This is an optimization exercise on Yosys and OpenROAD, whose aim is small area and a short achievable clock period, not a production implementation. Where RTL was checked, it was by simulation tests only, not by an equivalence proof against the original. Function not checked in run 1: the RTL went through the layout flow alone. Power figures rest on the tool's default switching activity, not on a simulated workload.

### flow/design.v
`default_nettype none
package playfield_pkg;
    localparam int screen_width = 640;
    localparam int upper_bound  = 20;
    localparam int lower_bound  = 460;
    localparam int x_bits = 10;
    localparam int y_bits = 9;
    localparam logic [x_bits-1:0] x_offscreen = x_bits'(700);
    localparam logic [y_bits-1:0] y_offscreen = y_bits'(500);
    localparam int score_bits = 14;
    localparam logic [score_bits-1:0] score_max = score_bits'(9999);
    localparam logic [1:0] mode_idle = 2'd0;
    localparam logic [1:0] mode_run  = 2'd1;
endpackage
`default_nettype wire
`default_nettype none
package spawn_pkg;
    typedef union packed {
        struct packed {
            logic [7:0] placement;
            logic [7:0] gap;
            logic [7:0] height;
            logic [7:0] width;
        } byte_view;
        struct packed {
            logic [1:0]  zone;
            logic [5:0]  offset;
            logic [23:0] size_bytes;
        } edge_view;
    } spawn_rand_u;
    localparam logic [1:0] zone_upper = 2'd0;
    localparam logic [1:0] zone_lower = 2'd1;
    localparam logic [31:0] lfsr_seed = 32'h1d87_2b41;
    localparam logic [31:0] lfsr_taps = 32'h8020_0003;
    localparam int min_width  = 20;
    localparam int max_width  = 80;
    localparam int min_height = 20;
    localparam int max_height = 150;
    localparam int min_gap    = 80;
    localparam int max_gap    = 180;
    localparam int gap_bits   = 8;
    localparam int edge_zone = 60;
endpackage
`default_nettype wire
`default_nettype none
module spawn_rng (
    input  logic                              clk,
    input  logic                              rst_n,
    output logic [1:0]                        right_lo,
    output logic [7:0]                        right_hi,    
    output logic [playfield_pkg::y_bits-1:0]  top,
    output logic [playfield_pkg::y_bits-1:0]  bottom,
    output logic [5:0]                        wait_steps
);
    logic [31:0] lfsr;
    logic [31:0] lfsr_next;
    logic [7:0]  height_rem;      
    logic [7:0]  n_height_byte;
    logic [7:0]  n_height_rem;
    logic [5:0]  width_rem;
    assign lfsr_next = {lfsr[30:0], ^(lfsr & spawn_pkg::lfsr_taps)};
    assign n_height_byte = lfsr_next[15:8];
    assign n_height_rem  = (n_height_byte >= 8'd131) ? n_height_byte - 8'd131 : n_height_byte;
    spawn_shaper shaper (
        .rand_word  (lfsr),
        .height_rem (height_rem),
        .width_rem  (width_rem),
        .top        (top),
        .bottom     (bottom),
        .wait_steps (wait_steps)
    );
    assign right_lo = width_rem[1:0];
    assign right_hi = 8'd165 + 8'(width_rem[5:2]);
    always_ff @(posedge clk or negedge rst_n) begin
        if (!rst_n) begin
            lfsr <= spawn_pkg::lfsr_seed;
        end else begin
            lfsr <= lfsr_next;
        end
    end
    always_ff @(posedge clk) begin
        height_rem <= n_height_rem;
    end
endmodule
`default_nettype wire
`default_nettype none
module spawn_shaper (
    input  spawn_pkg::spawn_rand_u                  rand_word,
    input  logic [7:0]                              height_rem,  
    output logic [5:0]                              width_rem,   
    output logic [playfield_pkg::y_bits-1:0]        top,
    output logic [playfield_pkg::y_bits-1:0]        bottom,
    output logic [5:0]                              wait_steps   
);
    logic [7:0] b0, b2, b3;
    logic [6:0] t0;      
    logic [5:0] m0;      
    logic [7:0] m1;      
    logic [5:0] eo;      
    logic [1:0] zone;
    assign b0 = rand_word.byte_view.width;
    assign b2 = rand_word.byte_view.gap;
    assign b3 = rand_word.byte_view.placement;
    assign zone = rand_word.edge_view.zone;
    assign t0 = 7'(b0[5:0]) + 7'(3 * b0[7:6]);
    assign m0 = (t0 >= 7'd61) ? 6'(t0 - 7'd61) : 6'(t0);
    assign m1 = height_rem;
    assign eo = (b3[5:0] >= 6'd60) ? b3[5:0] - 6'd60 : b3[5:0];
    assign width_rem  = m0;
    logic [5:0] gh;
    logic [1:0] gl;
    logic       q1, q2;
    logic [5:0] gk;
    logic       gc;
    assign gh = b2[7:2];
    assign gl = b2[1:0];
    assign q1 = (gh > 6'd25) || (gh == 6'd25 && gl != 2'd0);    
    assign q2 = (gh > 6'd50) || (gh == 6'd50 && gl[1]);        
    always_comb begin
        if (q2) begin
            gk = 6'd34;      
            gc = (gl == 2'd3);
        end else if (q1) begin
            gk = 6'd59;      
            gc = gl[1];
        end else begin
            gk = 6'd20;
            gc = (gl != 2'd0);
        end
    end
    assign wait_steps = gh + gk + 6'(gc);
    logic [7:0] v;
    logic [8:0] a;
    assign v = zone[1] ? b3 : {2'b00, eo};
    assign a = 9'(m1) + 9'(v);
    always_comb begin
        if (zone == spawn_pkg::zone_lower) begin
            top    = 9'd440 - a;
            bottom = 9'd460 - 9'(v);
        end else begin
            top    = 9'd20 + 9'(v);
            bottom = 9'd40 + a;
        end
    end
endmodule
`default_nettype wire
`default_nettype none
module obstacle_slots #(
    parameter int NUM_OBSTACLES = 10
) (
    input  logic                                                   clk,
    input  logic                                                   rst_n,
    input  logic                                                   clear,
    input  logic                                                   advance,
    input  logic                                                   pause,
    input  logic [NUM_OBSTACLES-1:0]                               pick,
    input  logic [1:0]                                             right_lo,
    input  logic [7:0]                                             right_hi,
    input  logic [playfield_pkg::y_bits-1:0]                       top,
    input  logic [playfield_pkg::y_bits-1:0]                       bottom,
    output logic [NUM_OBSTACLES-1:0]                               active,
    output logic                                                   retire,
    output logic [NUM_OBSTACLES-1:0][playfield_pkg::x_bits-1:0]    box_left,
    output logic [NUM_OBSTACLES-1:0][playfield_pkg::x_bits-1:0]    box_right,
    output logic [NUM_OBSTACLES-1:0][playfield_pkg::y_bits-1:0]    box_top,
    output logic [NUM_OBSTACLES-1:0][playfield_pkg::y_bits-1:0]    box_bottom
);
    localparam int y_w = playfield_pkg::y_bits;
    logic [NUM_OBSTACLES-1:0] visible;
    logic [NUM_OBSTACLES-1:0] at_zero;
    logic [7:0]               left_n  [NUM_OBSTACLES];
    logic [7:0]               right_n [NUM_OBSTACLES];
    logic [1:0]               rlo_n   [NUM_OBSTACLES];
    logic [y_w-1:0]           top_n   [NUM_OBSTACLES];
    logic [y_w-1:0]           bot_n   [NUM_OBSTACLES];
    always_comb begin
        for (int i = 0; i < NUM_OBSTACLES; i++) begin
            at_zero[i] = (left_n[i] == 8'hff);
        end
    end
    assign retire = |(active & at_zero);
    always_ff @(posedge clk or negedge rst_n) begin
        if (!rst_n) begin
            active  <= '0;
            visible <= '0;
        end else if (clear) begin
            active  <= '0;
            visible <= '0;
        end else if (advance) begin
            active  <= pick | (active & ~at_zero);
            visible <= active & ~at_zero;
        end
    end
    always_ff @(posedge clk) begin
        for (int i = 0; i < NUM_OBSTACLES; i++) begin
            if (!pause) begin
                left_n[i]  <= pick[i] ? ~8'd160   : left_n[i] + 8'd1;
                right_n[i] <= pick[i] ? ~right_hi : right_n[i] + 8'd1;
            end
            if (pick[i]) begin
                rlo_n[i] <= ~right_lo;
                top_n[i] <= ~top;
                bot_n[i] <= ~bottom;
            end
        end
    end
    function automatic logic [9:0] show(input logic [9:0] edge_n, input logic [9:0] sentinel,
                                        input logic vis);
        for (int b = 0; b < 10; b++) begin
            show[b] = sentinel[b] ? ~(vis & edge_n[b]) : (vis & ~edge_n[b]);
        end
    endfunction
    always_comb begin
        for (int i = 0; i < NUM_OBSTACLES; i++) begin
            box_left[i]   = show({left_n[i], 2'b11}, 10'(playfield_pkg::x_offscreen),
                                 visible[i]);
            box_right[i]  = show({right_n[i], rlo_n[i]}, 10'(playfield_pkg::x_offscreen),
                                 visible[i]);
            box_top[i]    = y_w'(show(10'(top_n[i]), 10'(playfield_pkg::y_offscreen),
                                      visible[i]));
            box_bottom[i] = y_w'(show(10'(bot_n[i]), 10'(playfield_pkg::y_offscreen),
                                      visible[i]));
        end
    end
endmodule
`default_nettype wire
`default_nettype none
module obstacle_ctrl #(
    parameter int NUM_OBSTACLES = 10
) (
    input  logic                                   clk,
    input  logic                                   rst_n,
    input  logic [1:0]                             gamemode,
    input  logic [NUM_OBSTACLES-1:0]               active,
    input  logic                                   retire,
    input  logic [5:0]                             wait_steps,
    output logic                                   clear,
    output logic                                   advance,
    output logic                                   pause,
    output logic [NUM_OBSTACLES-1:0]               pick,
    output logic [playfield_pkg::score_bits-1:0]   score
);
    logic [5:0]               steps;
    logic                     ready;
    assign clear   = (gamemode == playfield_pkg::mode_idle);
    assign advance = (gamemode == playfield_pkg::mode_run);
    assign pause   = gamemode[1];
    assign ready   = (steps == 6'd0);
    always_comb begin
        logic lower_busy;
        lower_busy = ready;
        for (int i = 0; i < NUM_OBSTACLES; i++) begin
            pick[i]    = lower_busy && !active[i];
            lower_busy = lower_busy && active[i];
        end
    end
    logic [5:0]                              steps_run;
    logic [playfield_pkg::score_bits-1:0]    score_run;
    always_comb begin
        if (!ready) begin
            steps_run = steps - 6'd1;
        end else if (|pick) begin
            steps_run = wait_steps;
        end else begin
            steps_run = 6'd0;
        end
    end
    assign score_run = (retire && (score != playfield_pkg::score_max)) ? score + 1'b1 : score;
    always_ff @(posedge clk or negedge rst_n) begin
        if (!rst_n) begin
            steps <= 6'd20;
            score <= '0;
        end else if (clear) begin
            steps <= 6'd20;
            score <= '0;
        end else if (advance) begin
            steps <= steps_run;
            score <= score_run;
        end
    end
endmodule
`default_nettype wire
`default_nettype none
module obstacle_field #(
    parameter int NUM_OBSTACLES = 10,
    parameter int SCROLL_SPEED  = 4
) (
    input  logic                                                   clk,
    input  logic                                                   rst_n,
    input  logic [1:0]                                             gamemode,
    output logic [playfield_pkg::score_bits-1:0]                   score,
    output logic [NUM_OBSTACLES-1:0][playfield_pkg::x_bits-1:0]    box_left,
    output logic [NUM_OBSTACLES-1:0][playfield_pkg::x_bits-1:0]    box_right,
    output logic [NUM_OBSTACLES-1:0][playfield_pkg::y_bits-1:0]    box_top,
    output logic [NUM_OBSTACLES-1:0][playfield_pkg::y_bits-1:0]    box_bottom
);
    localparam int life_frames  = playfield_pkg::screen_width / SCROLL_SPEED + 1;
    localparam int min_interval = spawn_pkg::min_gap / SCROLL_SPEED + 1;
    localparam int max_on       = (life_frames + min_interval - 1) / min_interval;
    localparam int NUM_USED     = (max_on < NUM_OBSTACLES) ? max_on : NUM_OBSTACLES;
    logic [1:0]                       right_lo;
    logic [7:0]                       right_hi;
    logic [playfield_pkg::y_bits-1:0] top;
    logic [playfield_pkg::y_bits-1:0] bottom;
    logic [5:0]                       wait_steps;
    logic                             clear;
    logic                             advance;
    logic                             pause;
    logic                             retire;
    logic [NUM_USED-1:0]              active;
    logic [NUM_USED-1:0]              pick;
    spawn_rng spawn_rng_inst (
        .clk        (clk),
        .rst_n      (rst_n),
        .right_lo   (right_lo),
        .right_hi   (right_hi),
        .top        (top),
        .bottom     (bottom),
        .wait_steps (wait_steps)
    );
    obstacle_ctrl #(
        .NUM_OBSTACLES (NUM_USED)
    ) obstacle_ctrl_inst (
        .clk        (clk),
        .rst_n      (rst_n),
        .gamemode   (gamemode),
        .active     (active),
        .retire     (retire),
        .wait_steps (wait_steps),
        .clear      (clear),
        .advance    (advance),
        .pause      (pause),
        .pick       (pick),
        .score      (score)
    );
    obstacle_slots #(
        .NUM_OBSTACLES (NUM_USED)
    ) obstacle_slots_inst (
        .clk        (clk),
        .rst_n      (rst_n),
        .clear      (clear),
        .advance    (advance),
        .pause      (pause),
        .pick       (pick),
        .right_lo   (right_lo),
        .right_hi   (right_hi),
        .top        (top),
        .bottom     (bottom),
        .active     (active),
        .retire     (retire),
        .box_left   (box_left[NUM_USED-1:0]),
        .box_right  (box_right[NUM_USED-1:0]),
        .box_top    (box_top[NUM_USED-1:0]),
        .box_bottom (box_bottom[NUM_USED-1:0])
    );
    for (genvar i = NUM_USED; i < NUM_OBSTACLES; i++) begin : g_never_used
        assign box_left[i]   = playfield_pkg::x_offscreen;
        assign box_right[i]  = playfield_pkg::x_offscreen;
        assign box_top[i]    = playfield_pkg::y_offscreen;
        assign box_bottom[i] = playfield_pkg::y_offscreen;
    end
endmodule
`default_nettype wire
### flow/flow/run.sh
#!/bin/bash
# Standard layout, with the smallest buffer on every port, timing repair
# aiming at a shorter period than the constraint asks, and the tie cells of
# the constant outputs paired (one conb_1 drives a HI and a LO port).
set -euo pipefail
export BUFFER_PORTS_ARGS="-buffer_cell sky130_fd_sc_hd__buf_1"
export SETUP_SLACK_MARGIN=8.8
results="$PWD/orfs/results/sky130hd/obstacle_field/base"
bash standard.sh "$results/3_3_place_gp.odb" > standard_place.log 2>&1
TIE_ODB="$results/3_3_place_gp.odb" openroad -no_init -no_splash -exit flow/merge_ties.tcl > merge_ties.log 2>&1
bash standard.sh > standard.log 2>&1
### flow/flow/merge_ties.tcl
# Pair the tie cells that each drive one constant output port: one conb_1 has
# both a HI and a LO pin, so each LO tie cell's port moves to the LO pin of the
# nearest HI tie cell, and the emptied cell is removed.
set odb_file $::env(TIE_ODB)
read_db $odb_file
set block [ord::get_db_block]

proc port_xy {net} {
  set bt [lindex [$net getBTerms] 0]
  set bb [$bt getBBox]
  return [list [expr {([$bb xMin] + [$bb xMax]) / 2}] [expr {([$bb yMin] + [$bb yMax]) / 2}]]
}

set his {}
set los {}
foreach inst [$block getInsts] {
  if {[[$inst getMaster] getName] ne "sky130_fd_sc_hd__conb_1"} { continue }
  set hnet [[$inst findITerm HI] getNet]
  set lnet [[$inst findITerm LO] getNet]
  if {$hnet ne "NULL" && $lnet eq "NULL" && [llength [$hnet getBTerms]] == 1 && [llength [$hnet getITerms]] == 1} {
    lappend his [list $inst [port_xy $hnet]]
  } elseif {$lnet ne "NULL" && $hnet eq "NULL" && [llength [$lnet getBTerms]] == 1 && [llength [$lnet getITerms]] == 1} {
    lappend los [list $inst [port_xy $lnet]]
  }
}
puts "tie cells: [llength $his] HI, [llength $los] LO"

set merged 0
foreach lo $los {
  lassign $lo linst lxy
  set best -1
  set bestd 0
  set i 0
  foreach hi $his {
    lassign $hi hinst hxy
    set d [expr {abs([lindex $hxy 0] - [lindex $lxy 0]) + abs([lindex $hxy 1] - [lindex $lxy 1])}]
    if {$best < 0 || $d < $bestd} { set best $i; set bestd $d }
    incr i
  }
  if {$best < 0} { break }
  set hinst [lindex [lindex $his $best] 0]
  set his [lreplace $his $best $best]
  set it [$linst findITerm LO]
  set net [$it getNet]
  $it disconnect
  [$hinst findITerm LO] connect $net
  odb::dbInst_destroy $linst
  incr merged
  puts "merged [$net getName] at distance [expr {$bestd / 1000.0}] um"
}
puts "merged $merged tie cells"
write_db $odb_file
### flow/standard.sh
#!/bin/bash
# synth_recipe.tcl (not shown) runs the flow's synth.tcl, then flattens the netlist and writes it again
# the make line also repeats each setting of config.mk as NAME=value (left out here)
make -C /OpenROAD-flow-scripts/flow DESIGN_CONFIG=/design/flow/config.mk WORK_HOME=/design/flow/orfs CLKGATE_MAP_FILE= SYNTH_SCRIPT=/design/flow/synth_recipe.tcl "${@:-finish}"
### flow/config.mk
export PLATFORM = sky130hd
export DESIGN_NAME = obstacle_field
export DESIGN_NICKNAME = obstacle_field
export VERILOG_FILES = /design/flow/design.v
export SDC_FILE = /design/flow/constraint.sdc
export NUM_CORES = 4
export LEC_CHECK = 0
export CAP_MARGIN = 20
export CORE_MARGIN = 2
export CORE_UTILIZATION = 60
export CTS_BUF_LIST = sky130_fd_sc_hd__clkbuf_16
export CTS_CLUSTER_DIAMETER = 80
export CTS_CLUSTER_SIZE = 30
export SLEW_MARGIN = 20
### flow/constraint.sdc
create_clock -name core_clock -period 13.0 [get_ports {clk}]
set_input_delay 2.6000 -clock core_clock [delete_from_list [all_inputs] [get_ports {clk}]]
set_output_delay 2.6000 -clock core_clock [all_outputs]
set_load 0.01 [all_outputs]
==> summary.txt, run 1 <==
- Non-filler cells in the finished layout: approximately 2.3k
- Pint: approximately 1.6 mW
- Share of layout cells above drive strength 1: 0.07177
- Final nets: a little under 2k
- DR WL/cell: 19.71 um
- Syn Inst Count: approximately 1.6k
- Min-Delay Startpoint: spawn_rng_inst.lfsr[15]
- Met3 WL post-DR: ~2800 um
- Clock Tree Buf Depth: 3
- Hold Path Class: reg -> reg
- CP max stage cell: dfrtp_2
- DP Worst Slack: 8040 ps
- Detailed placement HPWL: ~30000 um
- Vias/cell: 5.608
- Post-route setup TNS: 0 ps
- RSZ-0062 raised after global routing: true
- Detailed Route WL: roughly 45000 um
- WL met1: 18960 um
- Initial antenna violation count: 0
- First-pass GRT wire length: between 60000 and 70000 um
- Synthesized area per cell: 11.01 um2
- R2r setup slk: between 8000 and 9000 ps
- Comb power frac: 0.073
- Leakage: 7.511 nW
- CP startpoint kind: register
- Global route overflow: 0
- Post-synthesis sequential area ratio: 0.5896
- Final GP Congestion: between 0.8 and 0.9
- Max layer used: met4
- Ant diodes: 0
- Crit path max fanout: 19
- Buf/Inv on CP: 2
- Num CTS Buffers: 17
- Worst vdd ir: ~120 uV
- DRC viols: 0
- Placed cell count: 2238
- Final slew viol count: 0
- Fmax: 239.5 MHz
- Filler instances: roughly 2.4k
- Worst R2R Path Depth: 11
- Final Cycle Share: 0.3212
- Width of the die: 176.5 um
- Worst slew pin tran: 1080 ps
- Synth warn: 9
- Max Cap Violations: 0
- Initial core utilization: 0.6058
- Max H-tree Level: 1
- Worst Skew: ~36 ps
- Total number of vias: roughly 13k
- Die height: between 150 and 200 um
- Number of global-route vias before repair: around 11k
- Area of the core: 29480 um2
- Final hold viol count: 0
- Seq pwr share: 0.637
- Worst Path Required: roughly 10000 ps
- Setup slack after layout: 8824 ps
- Io pins: between 300 and 400
- Root buf cell: clkbuf_16
- Critical path capture point type: output pin
- Number of flops mapped to enable cells by yosys: about 290
- Slew HR: 0.2802
- Iter 0 DRT Violations: approximately 1.1k
- Mapped Area: between 15000 and 20000 um2
- Critical Path, Cell by Cell: buf_12, nor2b_2, clkbuf_2
- CTS tree: built
- Finish-stage setup viols: 0
- Reg-to-Reg End: obstacle_slots_inst.rlo_n[0][0]
- Total Die Area: between 30000 and 40000 um2
- Status: no timing/DRC/antenna violations
- Clock power frac: 0.290
- Synth Flop Type: edfxtp_1
- Synth area leaders: edfxtp_1 48%, dfrtp_1 7.3%, nand2_1 6.8%
- Post-synth top area share: 0.4843
- Setup Crit Path Kind: reg -> out
- Min Tclk post-route: ~4200 ps
- Antenna Nets Post-Route: 0
- PwrDens: roughly 110 nW/um2
- Min-Delay Endpoint: spawn_rng_inst.lfsr[16]
- NetSw: between 0.5 and 0.6 mW
- DRT Pass-1 Iters: 6
- Post-synthesis register bit count: 364
- GRT Util Overall: 0.2736
- Worst hold path stage count: 0
- Critical path's top delay family: flip-flops
- IO buf count: 305
- Largest net degree at the start of global routing: 85
- Critical Path Max Stage Delay: about 480 ps
- Syn-to-layout area delta: 11.40%
- Synth unique cells: 66
- Sw Ratio: 0.2453
- Largest area contributor in the netlist: edfxtp_1
- CTS sink count: roughly 360
- Critical path data arrival time: around 1600 ps
- Clock latency on the worst-skew pair: 540 ps
- R2r startpoint: spawn_rng_inst.lfsr[7]
- Met2 WL: 22150 um
- Post-synth ARST share: 0.1868
- Row cnt: 63
- Reg clk slew, reported paths: approximately 120 ps
==> kinds of logic after synthesis <==
kind of cell | Yosys count | share of synthesized area
AOI/OAI and AO/OA | 168 | 0.05738
xor gates and xnor gates | 139 | 0.06943
adders and majority gates | 50 | 0.03713
buffers and inverters | 185 | 0.05864
DFF | 364 | 0.5896
muxes | 9 | 0.005395
other | 2 | 0.0004205
and+or+nand+nor | 705 | 0.1820
==> final cells by class <==
| cell class | instances | area [um2] | area share |
|---|---|---|---|
| inverters | 41 | 157.7 | 0.007925 |
| clock inverters | 13 | 96.34 | 0.004843 |
| repair buffers | 341 | 1624 | 0.08164 |
| flip-flops and latches | 364 | 10550 | 0.5301 |
| well taps | 390 | 488.0 | 0.02453 |
| multi-input cells | 1119 | 6558 | 0.3296 |
| clock buffers | 17 | 425.4 | 0.02138 |
==> metal layers <==
layer,GRT usage,up-vias
met4,0.07748,0
met5,0,-
met3,0.02929,56
li1,-,6006
met2,0.4515,492
met1,0.3882,6260
==> metrics by stage <==
| stage | area (um2) | hold WS (ps) | util | power [mW] |
|---|---|---|---|---|
| floorplan | 18200 | 333.0 | - | 1.534 |
| global placement | 19100 | 335.6 | 0.6480 | 1.553 |
| detailed placement | 18940 | 340.6 | 0.6424 | 1.562 |
| CTS | 19640 | 356.3 | 0.6663 | 2.177 |
| global route | 19890 | 363.9 | 0.6748 | 2.247 |
| finish | 19890 | 352.4 | 0.6748 | 2.172 |
==> registers in the layout, summed over array words and instances (netlist names) <==
name                         count
spawn_rng_inst.height_rem        8
obstacle_slots_inst.rlo_n       16
obstacle_slots_inst.bot_n       72
obstacle_slots_inst.right_n     64
obstacle_ctrl_inst.steps         6
obstacle_slots_inst.active       8
spawn_rng_inst.lfsr             32
obstacle_ctrl_inst.score        14
obstacle_slots_inst.visible      8
obstacle_slots_inst.left_n      64
obstacle_slots_inst.top_n       72
==> worst max path at each step <==
stage,from,endpoint,slack [ps],depth (start not counted)
floorplan,gamemode[1],obstacle_ctrl_inst.steps[5],7710,5
global placement,gamemode[1],obstacle_slots_inst.right_n[3][4],8070,5
detailed placement,gamemode[1],obstacle_slots_inst.right_n[3][5],8040,5
CTS,obstacle_slots_inst.visible[5],box_right[50],8730,3
global route,obstacle_slots_inst.visible[0],box_top[8],8760,3
finish,obstacle_slots_inst.visible[4],box_left[48],8820,3
==> power groups by stage <==
stage / logic [mW] / clock network (mW) / registers (mW)
after floorplan: 0.146 / 0 / 1.39
after global placement: 0.147 / 0 / 1.41
after detailed placement: 0.154 / 0 / 1.41
after CTS: 0.157 / 0.639 / 1.38
after global routing: 0.182 / 0.673 / 1.39
final: 0.159 / 0.629 / 1.38
==> what timing repair did <==
action / in CTS / in global routing
setup endpoints to repair: 274 / 202
hold buffers: 0 / 0
setup buffers: 7 / 7
pin swaps: 0 / 2
resized for setup: 26 / 31
gates cloned: 0 / 3
==> cell usage after synthesis (all sizes together) (9+ instances only) <==
| cell | instances |
|---|---|
| clkbuf | 49 |
| nand3 | 84 |
| nor2b | 102 |
| xor2 | 84 |
| nor2 | 102 |
| nand4 | 15 |
| ha | 45 |
| nor4 | 9 |
| o21ai | 64 |
| buf | 95 |
| o22ai | 9 |
| a21o | 9 |
| dfrtp | 52 |
| and3 | 19 |
| dfstp | 16 |
| a21oi | 49 |
| xnor2 | 55 |
| inv | 38 |
| edfxtp | 288 |
| nor3 | 11 |
| nand2 | 325 |
==> layout by cell type (no fill, tap or decap), types with 6 or more instances in the layout <==
| cell type | n |
|---|---|
| nand2_1 | 325 |
| buf_1 | 293 |
| edfxtp_1 | 288 |
| nor2_1 | 100 |
| nor2b_1 | 97 |
| nand3_1 | 84 |
| xor2_1 | 83 |
| o21ai_0 | 55 |
| xnor2_1 | 51 |
| conb_1 | 48 |
| dfrtp_1 | 46 |
| a21oi_1 | 45 |
| ha_1 | 44 |
| inv_1 | 42 |
| clkbuf_16 | 20 |
| and3_1 | 19 |
| buf_4 | 19 |
| dfstp_2 | 16 |
| nand4_1 | 15 |
| nor3_1 | 10 |
| nor4_1 | 9 |
| a21o_1 | 9 |
| o22ai_1 | 9 |
| nand2b_1 | 8 |
| o21ai_1 | 8 |
| buf_12 | 8 |
| dfxtp_1 | 8 |
| or3_1 | 7 |
| clkbuf_2 | 7 |
| and2_1 | 6 |
| a31oi_1 | 6 |
==> run 2, diff against run 1 <==
--- a/flow/design.v
+++ b/flow/design.v
@@ -59,3 +59,5 @@
     logic [7:0]  n_height_rem;
-    logic [5:0]  width_rem;
+    logic [5:0]  width_rem;       
+    logic [6:0]  n_t0;
+    logic [5:0]  n_width_rem;
     assign lfsr_next = {lfsr[30:0], ^(lfsr & spawn_pkg::lfsr_taps)};
@@ -63,2 +65,4 @@
     assign n_height_rem  = (n_height_byte >= 8'd131) ? n_height_byte - 8'd131 : n_height_byte;
+    assign n_t0        = 7'(lfsr_next[5:0]) + 7'(3 * lfsr_next[7:6]);
+    assign n_width_rem = (n_t0 >= 7'd61) ? 6'(n_t0 - 7'd61) : 6'(n_t0);
     spawn_shaper shaper (
@@ -66,3 +70,2 @@
         .height_rem (height_rem),
-        .width_rem  (width_rem),
         .top        (top),
@@ -82,2 +85,3 @@
         height_rem <= n_height_rem;
+        width_rem  <= n_width_rem;
     end
@@ -89,3 +93,2 @@
     input  logic [7:0]                              height_rem,  
-    output logic [5:0]                              width_rem,   
     output logic [playfield_pkg::y_bits-1:0]        top,
@@ -94,5 +97,3 @@
 );
-    logic [7:0] b0, b2, b3;
-    logic [6:0] t0;      
-    logic [5:0] m0;      
+    logic [7:0] b2, b3;
     logic [7:0] m1;      
@@ -100,3 +101,2 @@
     logic [1:0] zone;
-    assign b0 = rand_word.byte_view.width;
     assign b2 = rand_word.byte_view.gap;
@@ -104,7 +104,4 @@
     assign zone = rand_word.edge_view.zone;
-    assign t0 = 7'(b0[5:0]) + 7'(3 * b0[7:6]);
-    assign m0 = (t0 >= 7'd61) ? 6'(t0 - 7'd61) : 6'(t0);
     assign m1 = height_rem;
     assign eo = (b3[5:0] >= 6'd60) ? b3[5:0] - 6'd60 : b3[5:0];
-    assign width_rem  = m0;
     logic [5:0] gh;
--- a/flow/flow/run.sh
+++ b/flow/flow/run.sh
@@ -6,3 +6,3 @@
 export BUFFER_PORTS_ARGS="-buffer_cell sky130_fd_sc_hd__buf_1"
-export SETUP_SLACK_MARGIN=8.8
+export SETUP_SLACK_MARGIN=9.0
 results="$PWD/orfs/results/sky130hd/obstacle_field/base"
==> summary.txt, run 2 <==
- Max Cap Violations: 0 (unchanged)
- Final hold slack: 367.6 ps (+15.12 ps)
- Detailed placement HPWL: 30280 um (about the same)
- Syn-to-layout area delta: 32.76%
- Largest registers: obstacle_slots_inst.bot_n x72, obstacle_slots_inst.top_n x72
- Number of global-route vias before repair: 12.18k (+7.3%)
- Clock Tree Buf Depth: 3 (unchanged)
- Synth unique cells: 68 (+3.0%)
- Post-synthesis sequential area ratio: 0.5931 (+0.003485)
- Post-synthesis register bit count: 370 (+1.6%)
- NetSw: 0.5807 mW (+9.0%)
- CTS sink count: 370 (+1.6%)
- Global route overflow: 0 (unchanged)
- DR WL/cell: 24.43 um (+24%)
- Finish-stage setup viols: 0 (unchanged)
- Hold Path Class: reg -> reg
- Setup Crit Path Kind: reg -> out
- Worst hold path stage count: 0 (unchanged)
- PwrDens: 95.36 nW/um2 (-13%)
- Area of the core: 29560 um2 (+0.27%)
- Die height: 177.0 um (+0.27%)
- DRT Pass-1 Iters: 6 (unchanged)
- Post-synth ARST share: 0.1838 (-0.003029)
- Syn Inst Count: 1632 (+0.62%)
- Vias/cell: 5.918 (+5.5%)
- Final GP Congestion: 0.8438 (-1.1%)
- Worst Path Required: 10400 ps (about the same)
- R2r setup slk: 9220 ps (+260 ps)
- Total number of vias: 13.86k (+8.2%)
- Comb power frac: 0.085 (+0.012)
- Fin util: 0.8064 (+0.1316)
- Io pins: 398 (unchanged)
- Number of flops mapped to enable cells by yosys: 288 (unchanged)
- GRT Util Overall: 0.3052 (+0.03160)
- DP Worst Slack: 8310 ps (+269.7 ps)
- Max H-tree Level: 1 (unchanged)
- Post-route setup TNS: 0 ps (unchanged)
- Detailed Route WL: 57210 um (+27%)
- Synth top cells by count: 337 x nand2_1, 288 x edfxtp_1, 104 x nor2_1
- R2r startpoint: obstacle_ctrl_inst.steps[0]
- Clock power frac: 0.288 (-0.002)
- Final Cycle Share: 0.3306 (+0.009408)
- Worst R2R Path Depth: 8 (-3)
- Worst vdd ir: 118.8 uV (+0.66%)
- CP startpoint kind: register
- Final nets: 2039 (+2.9%)
- Synth area leaders: edfxtp_1 48%, dfrtp_1 7.2%, nand2_1 7.0%
- Largest net degree at the start of global routing: 137 (+61%)
- Slew HR: 0.2117 (-0.06848)
- Largest area contributor in the netlist: edfxtp_1
- Final hold viol count: 0 (unchanged)
- Root buf cell: clkbuf_16
- Iter 0 DRT Violations: 1530 (+35%)
- Crit path max fanout: 9 (-10)
- Commonest non-fill, non-tap cell in the layout: edfxtp_1
- Filler instances: 1684 (-29%)
- Mapped Area: 17960 um2 (+0.55%)
- Most frequent cells in the layout: 288 x edfxtp_1, 196 x nand2_1, 193 x buf_6, 130 x nand2_4, 104 x nor2_1
- Sw Ratio: 0.2555 (+0.01019)
- Critical path capture point type: output pin
- DRC viols: 0 (unchanged)
- Initial antenna violation count: 2 (+2)
- IO buf count: 305 (unchanged)
- Final slew viol count: 0 (unchanged)
- Min-Delay Startpoint: spawn_rng_inst.lfsr[15]
- Reg-to-Reg End: obstacle_slots_inst.left_n[6][6]
- Synthesized area per cell: 11.00 um2 (about the same)
- CTS tree: built
- Worst slew pin tran: 1175 ps (+95.46 ps)
- Pint: 1.692 mW (+3.2%)
- First-pass GRT wire length: 71760 um (+10%)
- Antenna Nets Post-Route: 0 (unchanged)
- Share of layout cells above drive strength 1: 0.3342 (+0.2624)
- Post-synth top area share: 0.4816 (-0.002632)
- Synth Flop Type: edfxtp_1
- Initial core utilization: 0.6074 (+0.001686)
- Leakage: 10.53 nW (+40%)
- Seq pwr share: 0.627 (-0.010)
- Status: no timing/DRC/antenna violations
- Setup slack after layout: 8702 ps (-122.3 ps)
- Crit path launch: obstacle_slots_inst.visible[6]
- Synth warn: 9 (unchanged)
- Min Tclk post-route: 4298 ps (+122.3 ps)
- Most common cell in the netlist: nand2_1
- Row cnt: 63 (unchanged)
- Worst Skew: 32.90 ps (-2.731 ps)
- Reg clk slew, reported paths: 110 ps (about the same)
- Total Die Area: 31330 um2 (+0.54%)
- Critical path endpoint: box_bottom[55]
- Critical path data arrival time: 1700 ps (+120 ps)
- Fmax: 232.7 MHz (-2.8%)
- Hold Buf Count CTS: 0 (unchanged)
- Width of the die: 177.0 um (+0.27%)
- RSZ-0062 raised after global routing: true
- Num CTS Buffers: 17 (unchanged)
- Clock latency on the worst-skew pair: 540 ps (about the same)
==> run 2: changes by cell type after synthesis, moves of 9 or more <==
cell,previous run,this run
xor2_1,83,66
nor3_1,11,27
nand2_1,325,337
o21ai_0,58,70
nand3_1,84,63
xnor2_1,53,68
nand4_1,15,6
and3_1,19,9
==> run 2: cells by family after synthesis <==
group / count (synthesis) / synth area share
and+or+nand+nor: 711 / 0.1838
buffers and inverters: 191 / 0.06111
xor gates and xnor gates: 136 / 0.06717
AOI/OAI and AO/OA: 167 / 0.05442
other: 2 / 0.0004182
adders and majority gates: 50 / 0.03693
muxes: 5 / 0.002996
DFF: 370 / 0.5931
==> run 2: worst max-delay path, cell delays in order, from the launching register on <==
cell and delay, ps:
dfrtp_4 580, buf_12 180, nor2b_1 240, clkbuf_2 180
==> run 2: power groups by stage <==
stage	logic (mW)	clock network, mW	registers, mW
after floorplan	0.153	0	1.41
after global placement	0.157	0	1.43
after detailed placement	0.162	0	1.43
after CTS	0.170	0.651	1.41
after global routing	0.216	0.687	1.43
final	0.194	0.654	1.43
==> run 2: stage by stage <==
| step | total power [mW] | instance area (um2) | cells |
|---|---|---|---|
| 6_report | 2.273 | 23840 | 2342 |
| 5_1_grt | 2.334 | 23840 | 2341 |
| 4_1_cts | 2.230 | 21360 | 2308 |
| 3_5_place_dp | 1.592 | 18950 | 2238 |
| 3_3_place_gp | 1.585 | 19110 | 2282 |
| 2_1_floorplan | 1.562 | 18310 | 1722 |
==> run 2: area by class of cell <==
class                   count  area, um2  area share
flip-flops and latches    370      10670      0.4477
inverters                  42      173.9    0.007296
repair buffers            393       4183      0.1755
diodes                      1      2.502   0.0001050
well taps                 390      488.0     0.02047
multi-input cells        1117       7787      0.3267
clock inverters            12      105.1    0.004409
clock buffers              17      425.4     0.01785
==> run 2: repair_timing <==
action,CTS,global route
gates cloned,16,18
resized for setup,451,485
endpoints found under the setup margin,323,363
pin swaps,2,17
buffers inserted,25,14
==> run 2: how the worst min path moves through the flow <==
stage / end
finish: spawn_rng_inst.lfsr[16]
global route: spawn_rng_inst.lfsr[16]
CTS: spawn_rng_inst.lfsr[16]
detailed placement: spawn_rng_inst.lfsr[16]
global placement: spawn_rng_inst.lfsr[16]
floorplan: spawn_rng_inst.lfsr[16]
==> run 2: metal layers <==
layer  vias up  GRT usage  wire length, um
met5         -          0               18
met4         2     0.1229             3988
met3       192    0.03458             4752
met2       783     0.5101            28090
met1      6788     0.4102            20360
li1       6094          -                -
==> run 3, diff against run 2 <==
--- a/flow/flow/run.sh
+++ b/flow/flow/run.sh
@@ -6,3 +6,3 @@
 export BUFFER_PORTS_ARGS="-buffer_cell sky130_fd_sc_hd__buf_1"
-export SETUP_SLACK_MARGIN=9.0
+export SETUP_SLACK_MARGIN=8.8
 results="$PWD/orfs/results/sky130hd/obstacle_field/base"
==> summary.txt, run 3 <==
- Worst slew pin tran: 1080 ps (-95.64 ps)
- Reg-to-Reg End: obstacle_slots_inst.bot_n[4][7]
- Number of flops mapped to enable cells by yosys: 288 (unchanged)
- Vias/cell: 5.566 (-5.9%)
- Slew HR: 0.2795 (+0.06781)
- Initial antenna violation count: 1 (-1)
- Synthesized area per cell: 11.00 um2 (unchanged)
- R2r startpoint: spawn_rng_inst.lfsr[26]
- Syn Inst Count: 1632 (unchanged)
- Worst vdd ir: 119.1 uV (+0.18%)
- Syn-to-layout area delta: 10.45%
- Leakage: 7.364 nW (-30%)
- Total Die Area: 31330 um2 (unchanged)
- Min-Delay Startpoint: spawn_rng_inst.lfsr[15]
- Most common cell in the netlist: nand2_1
- Status: no timing/DRC/antenna violations
- Commonest non-fill, non-tap cell in the layout: nand2_1
- Post-route setup TNS: 0 ps (unchanged)
- Iter 0 DRT Violations: 1206 (-21%)
- Worst hold path stage count: 0 (unchanged)
- CP startpoint kind: register
- Global route overflow: 0 (unchanged)
- GRT Util Overall: 0.2765 (-0.02863)
- Reg clk slew, reported paths: 110 ps (about the same)
- Max Cap Violations: 0 (unchanged)
- PwrDens: 111.6 nW/um2 (+17%)
- Critical path capture point type: output pin
- Number of global-route vias before repair: 11.45k (-6.0%)
- Largest net degree at the start of global routing: 137 (unchanged)
- Crit path max fanout: 20 (+11)
- Met1 Track Usage GR: 0.3896 (-0.02051)
- Clock latency on the worst-skew pair: 530 ps (about the same)
- Setup Crit Path Kind: reg -> out
- Critical path data arrival time: 1590 ps (-110 ps)
- Antenna Nets Post-Route: 0 (unchanged)
- Detailed Route WL: 45100 um (-21%)
- Clock Tree Buf Depth: 3 (unchanged)
- Die height: 177.0 um (unchanged)
- Largest registers: obstacle_slots_inst.bot_n x72, obstacle_slots_inst.top_n x72
- Final Cycle Share: 0.3222 (-0.008409)
- Fmax: 238.7 MHz (+2.6%)
- Met3 usage: 0.03866 (+0.004081)
- Root buf cell: clkbuf_16
- Min-Delay Endpoint: spawn_rng_inst.lfsr[16]
- DRC viols: 0 (unchanged)
- Num CTS Buffers: 17 (unchanged)
- Final hold viol count: 0 (unchanged)
- IO buf count: 305 (unchanged)
- Grt met2 use: 0.4540 (-0.05610)
- Mapped Area: 17960 um2 (unchanged)
- Share of layout cells above drive strength 1: 0.06864 (-0.2655)
- DP Worst Slack: 8310 ps (unchanged)
- DR WL/cell: 19.75 um (-19%)
- Ant diodes: 0 (-1)
- Min Tclk post-route: 4189 ps (-109.3 ps)
- Synth area leaders: edfxtp_1 48%, dfrtp_1 7.2%, nand2_1 7.0%
- Final nets: 1982 (-2.8%)
- DRT Pass-1 Iters: 5 (-1)
- Worst R2R Path Depth: 12 (+4)
- Final slew viol count: 0 (unchanged)
- R2r setup slk: 9080 ps (-140 ps)
- Synth top cells by count: 337 x nand2_1, 288 x edfxtp_1, 104 x nor2_1
- Synth warn: 9 (unchanged)
- Total number of vias: 12.71k (-8.3%)
- Post-synthesis register bit count: 370 (unchanged)
- Final GP Congestion: 0.8438 (unchanged)
- Setup slack after layout: 8811 ps (+109.3 ps)
- RSZ-0062 raised after global routing: true
- Hold Path Class: reg -> reg
- CTS tree: built
- Post-synthesis sequential area ratio: 0.5931 (unchanged)
- First-pass GRT wire length: 65880 um (-8.2%)
- Largest area contributor in the netlist: edfxtp_1
- Gr busiest metal: met2
- Finish-stage setup viols: 0 (unchanged)
- Post-synth top area share: 0.4816 (unchanged)
- Synth Flop Type: edfxtp_1
- Post-synth ARST share: 0.1838 (unchanged)
- Synth unique cells: 68 (unchanged)
- Area of the core: 29560 um2 (unchanged)
- Max H-tree Level: 1 (unchanged)
- Worst Skew: 27.60 ps (-5.303 ps)
- Most frequent cells in the layout: 336 x nand2_1, 300 x buf_1, 288 x edfxtp_1, 104 x nor2_1, 91 x nor2b_1
- Worst Path Required: 10400 ps (about the same)
- Row cnt: 63 (unchanged)
- Initial core utilization: 0.6074 (unchanged)
- Detailed placement HPWL: 30280 um (unchanged)
- Io pins: 398 (unchanged)
- CTS sink count: 370 (unchanged)
- Width of the die: 177.0 um (unchanged)
==> run 3: cell count changes in the layout (fill, tap and decap cells not counted), moves of 9 or more <==
cell and change:
nor2b_1 +39, nand2_4 -130, nor2b_4 -39, buf_16 -16, buf_12 -15, clkbuf_2 -24, nand2_1 +140, nand2_2 -9
buf_6 -191, clkbuf_16 -13, buf_1 +282, buf_2 -80
==> run 3: cell type report <==
class                      instances  area (um2)
multi-input combinational       1117        6460
clock buffer                      17       425.4
fill                            2403        9728
inverter                          42       170.2
timing repair buffer             336        1511
clock inverter                    12       105.1
tap                              390       488.0
sequential                       370       10670
==> run 3: layer usage <==
layer / vias to the layer above / part of all wire
li1: 5980 / -
met1: 6220 / 0.43
met2: 451 / 0.48
met3: 62 / 0.064
met4: 0 / 0.027
met5: - / 0
==> run 3: how the worst max path moves through the flow <==
stage,start,to,slack [ps],depth (start not counted)
final,obstacle_slots_inst.visible[6],box_right[65],8810,3
after global routing,obstacle_slots_inst.visible[2],box_right[23],8780,3
after CTS,obstacle_slots_inst.visible[1],box_bottom[12],8730,3
after detailed placement,gamemode[1],obstacle_ctrl_inst.steps[5],8310,7
after global placement,gamemode[1],obstacle_ctrl_inst.steps[5],8340,7
after floorplan,gamemode[1],obstacle_ctrl_inst.steps[1],9010,5
==> run 3: power by group <==
part | switching, mW | total [mW] | internal, mW
sequential | 0.0637 | 1.41 | 1.34
combinational | 0.0990 | 0.166 | 0.0665
clock | 0.373 | 0.642 | 0.269
==> run 3: kinds of logic after synthesis <==
| group | after synthesis | share of synthesized area |
|---|---|---|
| and+or+nand+nor | 711 | 0.1838 |
| DFF | 370 | 0.5931 |
| buffers and inverters | 191 | 0.06111 |
| AOI/OAI and AO/OA | 167 | 0.05442 |
| xor gates and xnor gates | 136 | 0.06717 |
| adders and majority gates | 50 | 0.03693 |
| muxes | 5 | 0.002996 |
| other | 2 | 0.0004182 |
==> run 3: timing repair <==
item	in CTS	in global routing
gates resized for setup	23	21
setup buffers	7	7
hold buffers	0	0
gates cloned	0	2
endpoints found under the setup margin	214	108
pin swaps	0	1
==> run 3: through the flow <==
| stage | instances | total power, mW | utilization | hold WS (ps) | area (um2) |
|---|---|---|---|---|---|
| 3_3_place_gp | 2282 | 1.585 | 0.6466 | 338.1 | 19110 |
| 4_1_cts | 2274 | 2.219 | 0.6640 | 370.8 | 19630 |
| 5_1_grt | 2284 | 2.286 | 0.6709 | 375.7 | 19830 |
| 2_1_floorplan | 1722 | 1.562 | - | 333.0 | 18310 |
| 3_5_place_dp | 2238 | 1.592 | 0.6410 | 344.4 | 18950 |
| 6_report | 2284 | 2.213 | 0.6709 | 367.5 | 19830 |
==> run 3: worst max-delay path, cell delays in order (launching register included) <==
cell     delay (ps)
dfrtp_4         620
buf_8           210
nand2_1          80
buf_1           170
==> run 4, diff against run 3 <==
--- a/flow/config.mk
+++ b/flow/config.mk
@@ -7,3 +7,3 @@
 export LEC_CHECK = 0
-export CAP_MARGIN = 20
+export CAP_MARGIN = 0
 export CORE_MARGIN = 2
@@ -13,2 +13,2 @@
 export CTS_CLUSTER_SIZE = 30
-export SLEW_MARGIN = 20
+export SLEW_MARGIN = 0
==> summary.txt, run 4 <==
- Status: no timing/DRC/antenna violations
- Syn-to-layout area delta: 10.36% (about the same)
- Synthesized area per cell: 11.00 um2 (unchanged)
- Worst slew pin tran: 1203 ps (+123.5 ps)
- Clock power frac: 0.290 (about the same)
- Post-Synth Adder-Cell Area: 0.03693 (unchanged)
- Die height: 177.0 um (unchanged)
- IO buf count: 305 (unchanged)
- Non-filler cells in the finished layout: 2283 (-0.044%)
- DRC viols: 0 (unchanged)
- RSZ-0062 raised after global routing: true
- Slew HR: 0.1895 (-0.09005)
- Num CTS Buffers: 17 (unchanged)
- XOR/XNOR Fraction of Synth Area: 0.06717 (unchanged)
- Placed standard-cell area: 18950 um2 (unchanged)
- Clock Tree Buf Depth: 3 (unchanged)
- DRT Pass-1 Iters: 5 (unchanged)
- Worst hold path stage count: 0 (unchanged)
- Number of flops mapped to enable cells by yosys: 288 (unchanged)
- Worst vdd ir: 119.1 uV (about the same)
- Max Cap Violations: 0 (unchanged)
- Min Tclk post-route: 4180 ps (-8.490 ps)
- Initial core utilization: 0.6074 (unchanged)
- NetSw: 0.5342 mW (-0.28%)
- Setup slack after layout: 8820 ps (+8.490 ps)
- Comb power frac: 0.075 (about the same)
- Setup Crit Path Kind: reg -> out
- Crit path max fanout: 20 (unchanged)
- Most frequent cells in the layout: 336 x nand2_1, 300 x buf_1, 288 x edfxtp_1, 104 x nor2_1, 91 x nor2b_1
- Leakage: 7.357 nW (about the same)
- Simple-gate share of the synthesized area: 0.1838 (unchanged)
- Number of global-route vias before repair: 11.45k (unchanged)
- CTS sink count: 370 (unchanged)
- Initial antenna violation count: 1 (unchanged)
- Detailed placement HPWL: 30280 um (about the same)
- R2r setup slk: 9090 ps (about the same)
- Design Power: 2.212 mW (about the same)
- Placed cell count: 2238 (unchanged)
- Fin util: 0.6704 (about the same)
- Seq pwr share: 0.635 (about the same)
- Synth unique cells: 68 (unchanged)
- Io pins: 398 (unchanged)
- Syn Inst Count: 1632 (unchanged)
- Final GP Congestion: 0.8438 (unchanged)
- Post-synth ARST share: 0.1838 (unchanged)
- Post-synth top area share: 0.4816 (unchanged)
- Hold Path Class: reg -> reg
- Reg clk slew, reported paths: 110 ps (about the same)
- Worst R2R Path Depth: 12 (unchanged)
- Largest area contributor in the netlist: edfxtp_1
- Critical path capture point type: output pin
- Total Die Area: 31330 um2 (unchanged)
- Final hold viol count: 0 (unchanged)
- PwrDens: 111.6 nW/um2 (about the same)
- Total number of vias: 12.71k (-0.031%)
- Clock latency on the worst-skew pair: 530 ps (about the same)
- Final Cycle Share: 0.3216 (-0.0006531)
- Global route overflow: 0 (unchanged)
- First-pass GRT wire length: 65880 um (unchanged)
- Fmax: 239.2 MHz (+0.20%)
- Ant diodes: 0 (unchanged)
- Final slew viol count: 0 (unchanged)
- Row cnt: 63 (unchanged)
- Pint: 1.678 mW (about the same)
- CTS tree: built
- Root buf cell: clkbuf_16
- CP startpoint kind: register
- Worst Skew: 26.40 ps (-1.200 ps)
- DP Worst Slack: 8310 ps (unchanged)
- Finish-stage setup viols: 0 (unchanged)
- Area of the core: 29560 um2 (unchanged)
- Mapped Area: 17960 um2 (unchanged)
- Iter 0 DRT Violations: 1091 (-9.5%)
- Design area: 19820 um2 (about the same)
- Synth warn: 9 (unchanged)
- CP max stage cell: dfrtp_4
- Post-route setup TNS: 0 ps (unchanged)
- Vias/cell: 5.567 (about the same)
- Worst Path Required: 10400 ps (about the same)
- Final hold slack: 366.8 ps (-0.6700 ps)
- Width of the die: 177.0 um (unchanged)
- Critical Path, Cell by Cell: buf_8, nand2_1, buf_1
- Synth top cells by count: 337 x nand2_1, 288 x edfxtp_1, 104 x nor2_1
- Hold Buf Count CTS: 0 (unchanged)
- Critical path data arrival time: 1580 ps (about the same)
- Largest registers: obstacle_slots_inst.bot_n x72, obstacle_slots_inst.top_n x72
- Final nets: 1981 (-0.050%)
- Synth Flop Type: edfxtp_1
- Sw Ratio: 0.2415 (-0.0005017)
- Antenna Nets Post-Route: 0 (unchanged)
- Mux share of post-synthesis cell area: 0.002996 (unchanged)
- Commonest non-fill, non-tap cell in the layout: nand2_1
- Largest net degree at the start of global routing: 137 (unchanged)
- Post-synthesis sequential area ratio: 0.5931 (unchanged)
- GRT Util Overall: 0.2765 (unchanged)
- Share of layout cells above drive strength 1: 0.06815 (-0.0004920)
- Max H-tree Level: 1 (unchanged)
- Largest family of logic cells by synthesized area: simple AND/OR/NAND/NOR gates
- Filler instances: 2404 (+0.042%)
- Synth Area in Compound Gates: 0.05442 (unchanged)
- Most common cell in the netlist: nand2_1
- Detailed Route WL: 44990 um (-0.24%)
- Critical Path Max Stage Delay: 610 ps (about the same)
- Post-synthesis register bit count: 370 (unchanged)
- DR WL/cell: 19.71 um (-0.20%)
- Synth area leaders: edfxtp_1 48%, dfrtp_1 7.2%, nand2_1 7.0%
[run 4: cell count changes in the layout (fill, tap and decap cells not counted)]
cell / previous run / this run
buf_8: 6 / 5
o21ai_0: 67 / 69
o21ai_1: 9 / 7
[run 4: metal layers]
| layer | up-vias | wire (um) | GRT usage | share of wire |
|---|---|---|---|---|
| met5 | - | 0 | 0 | 0 |
| met4 | 0 | 1218 | 0.07507 | 0.027 |
| met3 | 62 | 2987 | 0.03866 | 0.066 |
| met2 | 458 | 21610 | 0.4540 | 0.48 |
| met1 | 6212 | 19170 | 0.3896 | 0.43 |
| li1 | 5977 | - | - | - |
[run 4: area by class of cell]
type                            count  area (um2)  area share
Clock inverter                     12       105.1    0.005304
Tap cell                          390       488.0     0.02462
Multi-Input combinational cell   1117        6460      0.3260
Timing Repair Buffer              335        1496     0.07551
Inverter                           42       170.2    0.008587
Clock buffer                       17       425.4     0.02147
Sequential cell                   370       10670      0.5385
[run 4: path summary, 6_finish.rpt]
path / start / endpoint
max in group asynchronous: rst_n / obstacle_slots_inst.visible[6]
min: spawn_rng_inst.lfsr[15] / spawn_rng_inst.lfsr[16]
min in group asynchronous: rst_n / spawn_rng_inst.lfsr[10]
max: obstacle_slots_inst.visible[6] / box_right[65]
min reg2reg: spawn_rng_inst.lfsr[15] / spawn_rng_inst.lfsr[16]
max reg2reg: spawn_rng_inst.lfsr[26] / obstacle_slots_inst.bot_n[4][7]
[run 4: cells by family after synthesis]
logic type | after synthesis
compound gates | 167
xor+xnor | 136
fa+ha+maj | 50
buf+inv | 191
flops | 370
mux | 5
other cells | 2
simple gates | 711
[run 4: worst max-delay path, delay by kind of cell (launching register included)]
kind	cells	cell delay (ps)
flops	1	610
simple gates	1	70
buf+inv	2	380
[run 4: what timing repair did]
item                                   CTS  global route
gates resized for setup                 23            21
gates cloned                             0             2
buffers inserted                         7             7
setup endpoints to repair              214           108
pin swaps                                0             1
endpoints found under the hold margin    0             0
[run 4: power groups by stage]
stage,clock [mW],sequential [mW],combinational [mW]
after CTS,0.651,1.40,0.163
after global placement,0,1.43,0.157
final,0.641,1.41,0.166
after detailed placement,0,1.43,0.162
after global routing,0.683,1.41,0.191
after floorplan,0,1.41,0.153
==> run 5, diff against run 4 <==
--- a/flow/config.mk
+++ b/flow/config.mk
@@ -13,2 +13,3 @@
 export CTS_CLUSTER_SIZE = 30
+export PLACE_DENSITY = 0.7
 export SLEW_MARGIN = 0
==> summary.txt, run 5 <==
- Synth Flop Type: edfxtp_1
- Global route overflow: 0 (unchanged)
- Final slew viol count: 0 (unchanged)
- Final nets: 1986 (+0.25%)
- Post-route setup TNS: 0 ps (unchanged)
- Root buf cell: clkbuf_16
- Synth warn: 9 (unchanged)
- Share of layout cells above drive strength 1: 0.06688 (-0.001268)
- DRT Pass-1 Iters: 5 (unchanged)
- Synth top cells by count: 337 x nand2_1, 288 x edfxtp_1, 104 x nor2_1
- R2r startpoint: spawn_rng_inst.lfsr[26]
- Detailed placement HPWL: 29850 um (-1.4%)
- Row cnt: 63 (unchanged)
- Min Tclk post-route: 4194 ps (+13.32 ps)
- Final Cycle Share: 0.3226 (+0.001025)
- Number of global-route vias before repair: 11.42k (-0.27%)
- Non-filler cells in the finished layout: 2289 (+0.26%)
- Post-synthesis sequential area ratio: 0.5931 (unchanged)
- Vias/cell: 5.584 (+0.30%)
- Largest area contributor in the netlist: edfxtp_1
- Reg-to-Reg End: obstacle_slots_inst.top_n[4][8]
- Antenna Nets Post-Route: 0 (unchanged)
- Critical path capture point type: output pin
- Placed cell count: 2237 (-0.045%)
- Largest family of logic cells by synthesized area: simple AND/OR/NAND/NOR gates
- Detailed Route WL: 44960 um (about the same)
- Post-Synth Adder-Cell Area: 0.03693 (unchanged)
- Commonest non-fill, non-tap cell in the layout: nand2_1
- Number of flops mapped to enable cells by yosys: 288 (unchanged)
- Synth area leaders: edfxtp_1 48%, dfrtp_1 7.2%, nand2_1 7.0%
- Max H-tree Level: 1 (unchanged)
- Reg clk slew, reported paths: 120 ps (about the same)
- Mapped Area: 17960 um2 (unchanged)
- Synth unique cells: 68 (unchanged)
- CP max stage cell: dfrtp_1
- Most frequent cells in the layout: 336 x nand2_1, 301 x buf_1, 288 x edfxtp_1, 103 x nor2_1, 97 x nor2b_1
- Sw Ratio: 0.2440 (+0.002431)
- Clock latency on the worst-skew pair: 540 ps (about the same)
- Final GP Congestion: 0.8419 (-0.23%)
- Finish-stage setup viols: 0 (unchanged)
- Num CTS Buffers: 17 (unchanged)
- Min-Delay Endpoint: spawn_rng_inst.lfsr[24]
- Worst R2R Path Depth: 12 (unchanged)
- First-pass GRT wire length: 65690 um (-0.29%)
- Initial core utilization: 0.6074 (unchanged)
- Worst Path Required: 10400 ps (about the same)
- Critical path data arrival time: 1590 ps (about the same)
- Max Cap Violations: 0 (unchanged)
- CP startpoint kind: register
- DRC viols: 0 (unchanged)
- NetSw: 0.5426 mW (+1.6%)
- Largest registers: obstacle_slots_inst.bot_n x72, obstacle_slots_inst.top_n x72
- Post-synthesis register bit count: 370 (unchanged)
- Iter 0 DRT Violations: 1282 (+18%)
- CTS tree: built
- Min-Delay Startpoint: spawn_rng_inst.lfsr[23]
- Syn-to-layout area delta: 10.38% (about the same)
- Slew HR: 0.2025 (+0.01298)
- CTS sink count: 370 (unchanged)
- Critical Path Max Stage Delay: 420 ps (-190 ps)
- Mux share of post-synthesis cell area: 0.002996 (unchanged)
- Setup Crit Path Kind: reg -> out
- Width of the die: 177.0 um (unchanged)
- Worst vdd ir: 120.4 uV (+1.1%)
- Design Power: 2.224 mW (+0.55%)
- Post-synth top area share: 0.4816 (unchanged)
- Clock Tree Buf Depth: 3 (unchanged)
- Worst Skew: 28.99 ps (+2.592 ps)
- Ant diodes: 0 (unchanged)
- Pint: 1.682 mW (+0.23%)
- Worst hold path stage count: 0 (unchanged)
- Simple-gate share of the synthesized area: 0.1838 (unchanged)
- IO buf count: 305 (unchanged)
- Clock power frac: 0.292 (+0.002)
- RSZ-0062 raised after global routing: true
- Leakage: 7.377 nW (+0.26%)
- Largest net degree at the start of global routing: 137 (unchanged)
- Seq pwr share: 0.632 (-0.003)
- Fin util: 0.6705 (about the same)
- Total Die Area: 31330 um2 (unchanged)
- Comb power frac: 0.075 (about the same)
- Initial antenna violation count: 1 (unchanged)
- Total number of vias: 12.78k (+0.57%)
- Post-synth ARST share: 0.1838 (unchanged)
- PwrDens: 112.2 nW/um2 (+0.53%)
- Worst slew pin tran: 1188 ps (-15.30 ps)
- Fmax: 238.5 MHz (-0.32%)
- Io pins: 398 (unchanged)
- Synth Area in Compound Gates: 0.05442 (unchanged)
- Critical Path, Cell by Cell: buf_12, nor2b_1, buf_1
- Status: no timing/DRC/antenna violations
- GRT Util Overall: 0.2772 (+0.0006432)
- Area of the core: 29560 um2 (unchanged)
- Final hold viol count: 0 (unchanged)
- Crit path max fanout: 36 (+80%)
- Synthesized area per cell: 11.00 um2 (unchanged)
- Die height: 177.0 um (unchanged)
- DR WL/cell: 19.64 um (-0.33%)
- Hold Path Class: reg -> reg
- R2r setup slk: 9080 ps (about the same)
- Most common cell in the netlist: nand2_1
- Syn Inst Count: 1632 (unchanged)
- XOR/XNOR Fraction of Synth Area: 0.06717 (unchanged)
## run 5: changes by cell type in the layout (fill, tap and decap cells not counted), sizes merged
| cell | previous run | this run |
|---|---|---|
| buf | 329 | 339 |
| clkbuf | 23 | 18 |
| clkinv | 7 | 8 |
| clkinvlp | 1 | 0 |
| inv | 45 | 46 |
## run 5: routing by layer
metal / wire [um] / track usage / up-vias / part of all wire
li1: - / - / 5990 / -
met1: 18720 / 0.3936 / 6195 / 0.42
met2: 21490 / 0.4506 / 526 / 0.48
met3: 3528 / 0.03887 / 68 / 0.078
met4: 1210 / 0.07713 / 2 / 0.027
met5: 10 / 0 / - / 0.00022
## run 5: how the worst max path moves through the flow
stage                                               from                     endpoint  slack, ps
after floorplan                              gamemode[1]  obstacle_ctrl_inst.steps[1]       9010
after global placement                       gamemode[1]  obstacle_ctrl_inst.steps[5]       8350
after detailed placement                     gamemode[1]  obstacle_ctrl_inst.steps[5]       8310
after CTS                 obstacle_slots_inst.visible[7]                  box_top[66]       8740
after global routing      obstacle_slots_inst.visible[3]                  box_top[28]       8780
final                     obstacle_slots_inst.visible[3]                box_right[36]       8810
## run 5: kinds of logic (layout without fill, tap and decap cells)
family | Yosys count | after routing
adder cells (fa/ha/maj) | 50 | 50
AO/OA/AOI/OAI | 167 | 167
other | 2 | 48
flip-flops | 370 | 370
AND/OR/NAND/NOR | 711 | 711
XOR/XNOR | 136 | 136
buffers and inverters | 191 | 412
multiplexers | 5 | 5
## run 5: what timing repair did
item,4_1_cts,5_1_grt
pin swaps,0,1
hold buffers,0,0
resized for setup,24,10
setup endpoints to repair,276,91
buffers inserted,16,6
## run 5: cell type report
type,instances,area [um2]
clock buffers,17,425.4
clock inverters,13,120.1
fillers,2362,9739
inverters,42,170.2
multi-input cells,1117,6432
flip-flops and latches,370,10670
well taps,390,488.0
repair buffers,340,1510
## run 5: power by group through the flow
stage / logic [mW] / registers, mW / clock network [mW]
2_1_floorplan: 0.153 / 1.41 / 0
4_1_cts: 0.164 / 1.41 / 0.657
3_5_place_dp: 0.160 / 1.43 / 0
5_1_grt: 0.191 / 1.41 / 0.690
3_3_place_gp: 0.154 / 1.43 / 0
6_report: 0.167 / 1.41 / 0.650
## run 5: metrics by stage
step / instance area [um2] / worst slack (ps) / hold WS [ps]
after global placement: 19110 / 8354 / 363.8
final: 19820 / 8806 / 381.2
after global routing: 19820 / 8778 / 380.6
after CTS: 19710 / 8743 / 374.5
after detailed placement: 18940 / 8307 / 365.8
after floorplan: 18310 / 9006 / 333.0
## run 5: critical path, delay by kind of cell, from the launching register on
family / cells / cell delay, ps
buffers and inverters: 2 / 390
DFF: 1 / 420
and+or+nand+nor: 1 / 240
==> run 6, diff against run 5 <==
--- a/flow/flow/run.sh
+++ b/flow/flow/run.sh
@@ -6,3 +6,3 @@
 export BUFFER_PORTS_ARGS="-buffer_cell sky130_fd_sc_hd__buf_1"
-export SETUP_SLACK_MARGIN=8.8
+export SETUP_SLACK_MARGIN=8.85
 results="$PWD/orfs/results/sky130hd/obstacle_field/base"
--- a/flow/config.mk
+++ b/flow/config.mk
@@ -9,3 +9,3 @@
 export CORE_MARGIN = 2
-export CORE_UTILIZATION = 60
+export CORE_UTILIZATION = 65
 export CTS_BUF_LIST = sky130_fd_sc_hd__clkbuf_16
@@ -13,3 +13,2 @@
 export CTS_CLUSTER_SIZE = 30
-export PLACE_DENSITY = 0.7
 export SLEW_MARGIN = 0
==> summary.txt, run 6 <==
- Crit path max fanout: 18 (-50%)
- Critical Path Max Stage Delay: 500 ps (+80 ps)
- Commonest non-fill, non-tap cell in the layout: nand2_1
- Critical path's top delay family: flip-flops
- Area of the core: 27030 um2 (-8.6%)
- Post-route setup TNS: 0 ps (unchanged)
- CTS sink count: 370 (unchanged)
- Placed standard-cell area: 18900 um2 (-0.20%)
- PwrDens: 111.4 nW/um2 (-0.73%)
- Syn-to-layout area delta: 10.77%
- Leakage: 7.482 nW (+1.4%)
- Worst R2R Path Depth: 13 (+1)
- GRT Util Overall: 0.3109 (+0.03374)
- R2r setup slk: 9100 ps (+20 ps)
- Fmax: 239.9 MHz (+0.62%)
- First-pass GRT wire length: 67850 um (+3.3%)
- Number of flops mapped to enable cells by yosys: 288 (unchanged)
- Num CTS Buffers: 17 (unchanged)
- CTS tree: built
- Min Tclk post-route: 4168 ps (-25.66 ps)
- Max H-tree Level: 1 (unchanged)
- Vias/cell: 5.798 (+3.8%)
- Final slew viol count: 0 (unchanged)
- Buf/Inv on CP: 2 (unchanged)
- DRT Pass-1 Iters: 5 (unchanged)
- Iter 0 DRT Violations: 1442 (+12%)
- Largest registers: obstacle_slots_inst.bot_n x72, obstacle_slots_inst.top_n x72
- Most frequent cells in the layout: 336 x nand2_1, 288 x edfxtp_1, 278 x buf_1, 104 x nor2_1, 94 x nor2b_1
- Global route overflow: 0 (unchanged)
- IO buf count: 305 (unchanged)
- Critical Path, Cell by Cell: buf_12, nor2b_4, clkbuf_2
- Synthesized area per cell: 11.00 um2 (unchanged)
- Total Die Area: 28970 um2 (-7.5%)
- Most common cell in the netlist: nand2_1
- Slew HR: 0.2233 (+0.02082)
- Final Cycle Share: 0.3206 (-0.001974)
- Largest net degree at the start of global routing: 137 (unchanged)
- Post-synth ARST share: 0.1838 (unchanged)
- Detailed placement HPWL: 31040 um (+4.0%)
- RSZ-0062 raised after global routing: true
- Final nets: 1993 (+0.35%)
- Syn Inst Count: 1632 (unchanged)
- Reg clk slew, reported paths: 120 ps (about the same)
- Final hold viol count: 0 (unchanged)
- Initial antenna violation count: 0 (-1)
- Detailed Route WL: 46140 um (+2.6%)
- Synth warn: 9 (unchanged)
- Die height: 170.2 um (-3.8%)
- Post-synthesis sequential area ratio: 0.5931 (unchanged)
- Post-synth top area share: 0.4816 (unchanged)
- Reg-to-Reg End: obstacle_slots_inst.top_n[1][8]
- Critical path data arrival time: 1570 ps (-20 ps)
- Number of global-route vias before repair: 11.80k (+3.3%)
- Critical path endpoint: box_right[36]
- Clock Tree Buf Depth: 3 (unchanged)
- Initial core utilization: 0.6644 (+0.05695)
- Antenna Nets Post-Route: 0 (unchanged)
- Finish-stage setup viols: 0 (unchanged)
- Synth top cells by count: 337 x nand2_1, 288 x edfxtp_1, 104 x nor2_1
- Hold Path Class: reg -> reg
- Final hold slack: 368.9 ps (-12.38 ps)
- R2r startpoint: spawn_rng_inst.lfsr[26]
- Synth area leaders: edfxtp_1 48%, dfrtp_1 7.2%, nand2_1 7.0%
- Max layer used: met4
- Design area: 19890 um2 (+0.35%)
- Clock latency on the worst-skew pair: 540 ps (about the same)
- Hold Buf Count CTS: 0 (unchanged)
- DRC viols: 0 (unchanged)
- Mapped Area: 17960 um2 (unchanged)
- Met2 WL: 22260 um (+3.6%)
- Worst Path Required: 10400 ps (about the same)
- Crit path launch: obstacle_slots_inst.visible[3]
- Filler instances: 1952 (-17%)
- Final GP Congestion: 0.8773 (+4.2%)
- Max Cap Violations: 0 (unchanged)
- Met3 WL post-DR: 3735 um (+5.9%)
- Worst slew pin tran: 1153 ps (-34.88 ps)
- Largest area contributor in the netlist: edfxtp_1
- Critical path capture point type: output pin
- Setup Crit Path Kind: reg -> out
- Total number of vias: 13.03k (+1.9%)
- Io pins: 398 (unchanged)
- Root buf cell: clkbuf_16
- CP startpoint kind: register
- CP max stage cell: dfrtp_2
- DR WL/cell: 20.53 um (+4.5%)
- Worst path depth: 3 (unchanged)
- WL met1: 18760 um (+0.20%)
- Worst vdd ir: 113.2 uV (-5.9%)
- Row cnt: 60 (-4.8%)
- Ant diodes: 0 (unchanged)
- Share of layout cells above drive strength 1: 0.08447 (+0.01759)
- Synth unique cells: 68 (unchanged)
- Status: no timing/DRC/antenna violations
- Synth Flop Type: edfxtp_1
- Post-synthesis register bit count: 370 (unchanged)
- Width of the die: 170.2 um (-3.8%)
- Worst Skew: 32.72 ps (+3.728 ps)
[run 6: cell counts after synthesis]
No cell type changed its count.
[run 6: report_power, final]
part	total, mW	internal (mW)	switching [mW]
registers	1.41	1.34	0.0660
clock network	0.638	0.264	0.375
logic	0.169	0.0676	0.102
total	2.22	1.67	0.542
[run 6: worst min path at each step]
stage / startpoint / endpoint / cells past startpoint
6_report: spawn_rng_inst.lfsr[15] / spawn_rng_inst.lfsr[16] / 0
2_1_floorplan: spawn_rng_inst.lfsr[15] / spawn_rng_inst.lfsr[16] / 0
3_5_place_dp: spawn_rng_inst.lfsr[15] / spawn_rng_inst.lfsr[16] / 0
3_3_place_gp: spawn_rng_inst.lfsr[15] / spawn_rng_inst.lfsr[16] / 0
5_1_grt: spawn_rng_inst.lfsr[15] / spawn_rng_inst.lfsr[16] / 0
4_1_cts: spawn_rng_inst.lfsr[15] / spawn_rng_inst.lfsr[16] / 0
[run 6: cells by family (layout without fill, tap and decap cells)]
kind of cell	Yosys count	count (layout)	synth area share
adder cells (fa/ha/maj)	50	50	0.03693
AND/OR/NAND/NOR	711	711	0.1838
XOR/XNOR	136	136	0.06717
other	2	48	0.0004182
flip-flops	370	370	0.5931
AO/OA/AOI/OAI	167	167	0.05442
buffers and inverters	191	419	0.06111
multiplexers	5	5	0.002996
[run 6: timing repair]
| item | 4_1_cts | 5_1_grt |
|---|---|---|
| pin swaps | 0 | 2 |
| cloned | 1 | 0 |
| buffers inserted | 21 | 4 |
| setup endpoints to repair | 286 | 174 |
| resized for setup | 29 | 43 |
[run 6: routing by layer]
metal  track usage  vias up
li1              -     6003
met1        0.4370     6346
met2        0.5110      606
met3       0.03558       74
met4        0.1052        0
met5             0        -
[run 6: final cells by class]
class,instances,area (um2),area share
Sequential cell,370,10680,0.5367
Multi-Input combinational cell,1117,6447,0.3242
Timing Repair Buffer,347,1634,0.08216
Clock buffer,18,450.4,0.02265
Tap cell,341,426.7,0.02145
Inverter,42,170.2,0.008556
Clock inverter,12,85.08,0.004278
[run 6: stage by stage]
| step | std cells | setup WS, ps | util | total power, mW |
|---|---|---|---|---|
| after floorplan | 1722 | 9006 | - | 1.562 |
| after global placement | 2235 | 8374 | 0.7055 | 1.585 |
| after detailed placement | 2191 | 8329 | 0.6994 | 1.592 |
| after CTS | 2243 | 8767 | 0.7310 | 2.216 |
| after global routing | 2247 | 8803 | 0.7359 | 2.287 |
| final | 2247 | 8832 | 0.7359 | 2.215 |

[static timing again, ports no longer ideal]
In the flow no input, the clock included, has a driving cell. The finished layouts below were timed again as built, in two steps.
Step 1, drivers: a clkbuf_16 drives clk and a buf_2 each remaining input, both assumed.
Step 2, shift: input delay + t, output delay - t, t = (earliest + latest rising clock arrival at the registers) / 2. This alone moves slack from input paths to output paths.
Slacks: ideal / step 1 / step 2; pairs: ideal / step 1.
run | t, ns | setup slack, ns | worst setup path at the end | slew at the worst register clock pin (ns)
run 1 | 0.574 | 8.824 / 8.774 / 8.407 | input to register | 0.12 / 0.12
run 2 | 0.574 | 8.702 / 8.649 / 8.623 | input to register | 0.12 / 0.12
run 3 | 0.572 | 8.811 / 8.758 / 8.569 | input to register | 0.11 / 0.11
run 4 | 0.570 | 8.820 / 8.767 / 8.576 | input to register | 0.11 / 0.11
run 5 | 0.577 | 8.806 / 8.757 / 8.483 | input to register | 0.12 / 0.12
run 6 | 0.575 | 8.832 / 8.783 / 8.635 | input to register | 0.12 / 0.12
After both steps every run listed still meets setup and hold. For run 1, which loses most, drivers alone change the setup slack by -0.050 ns; drivers and shift together by -0.417 ns.
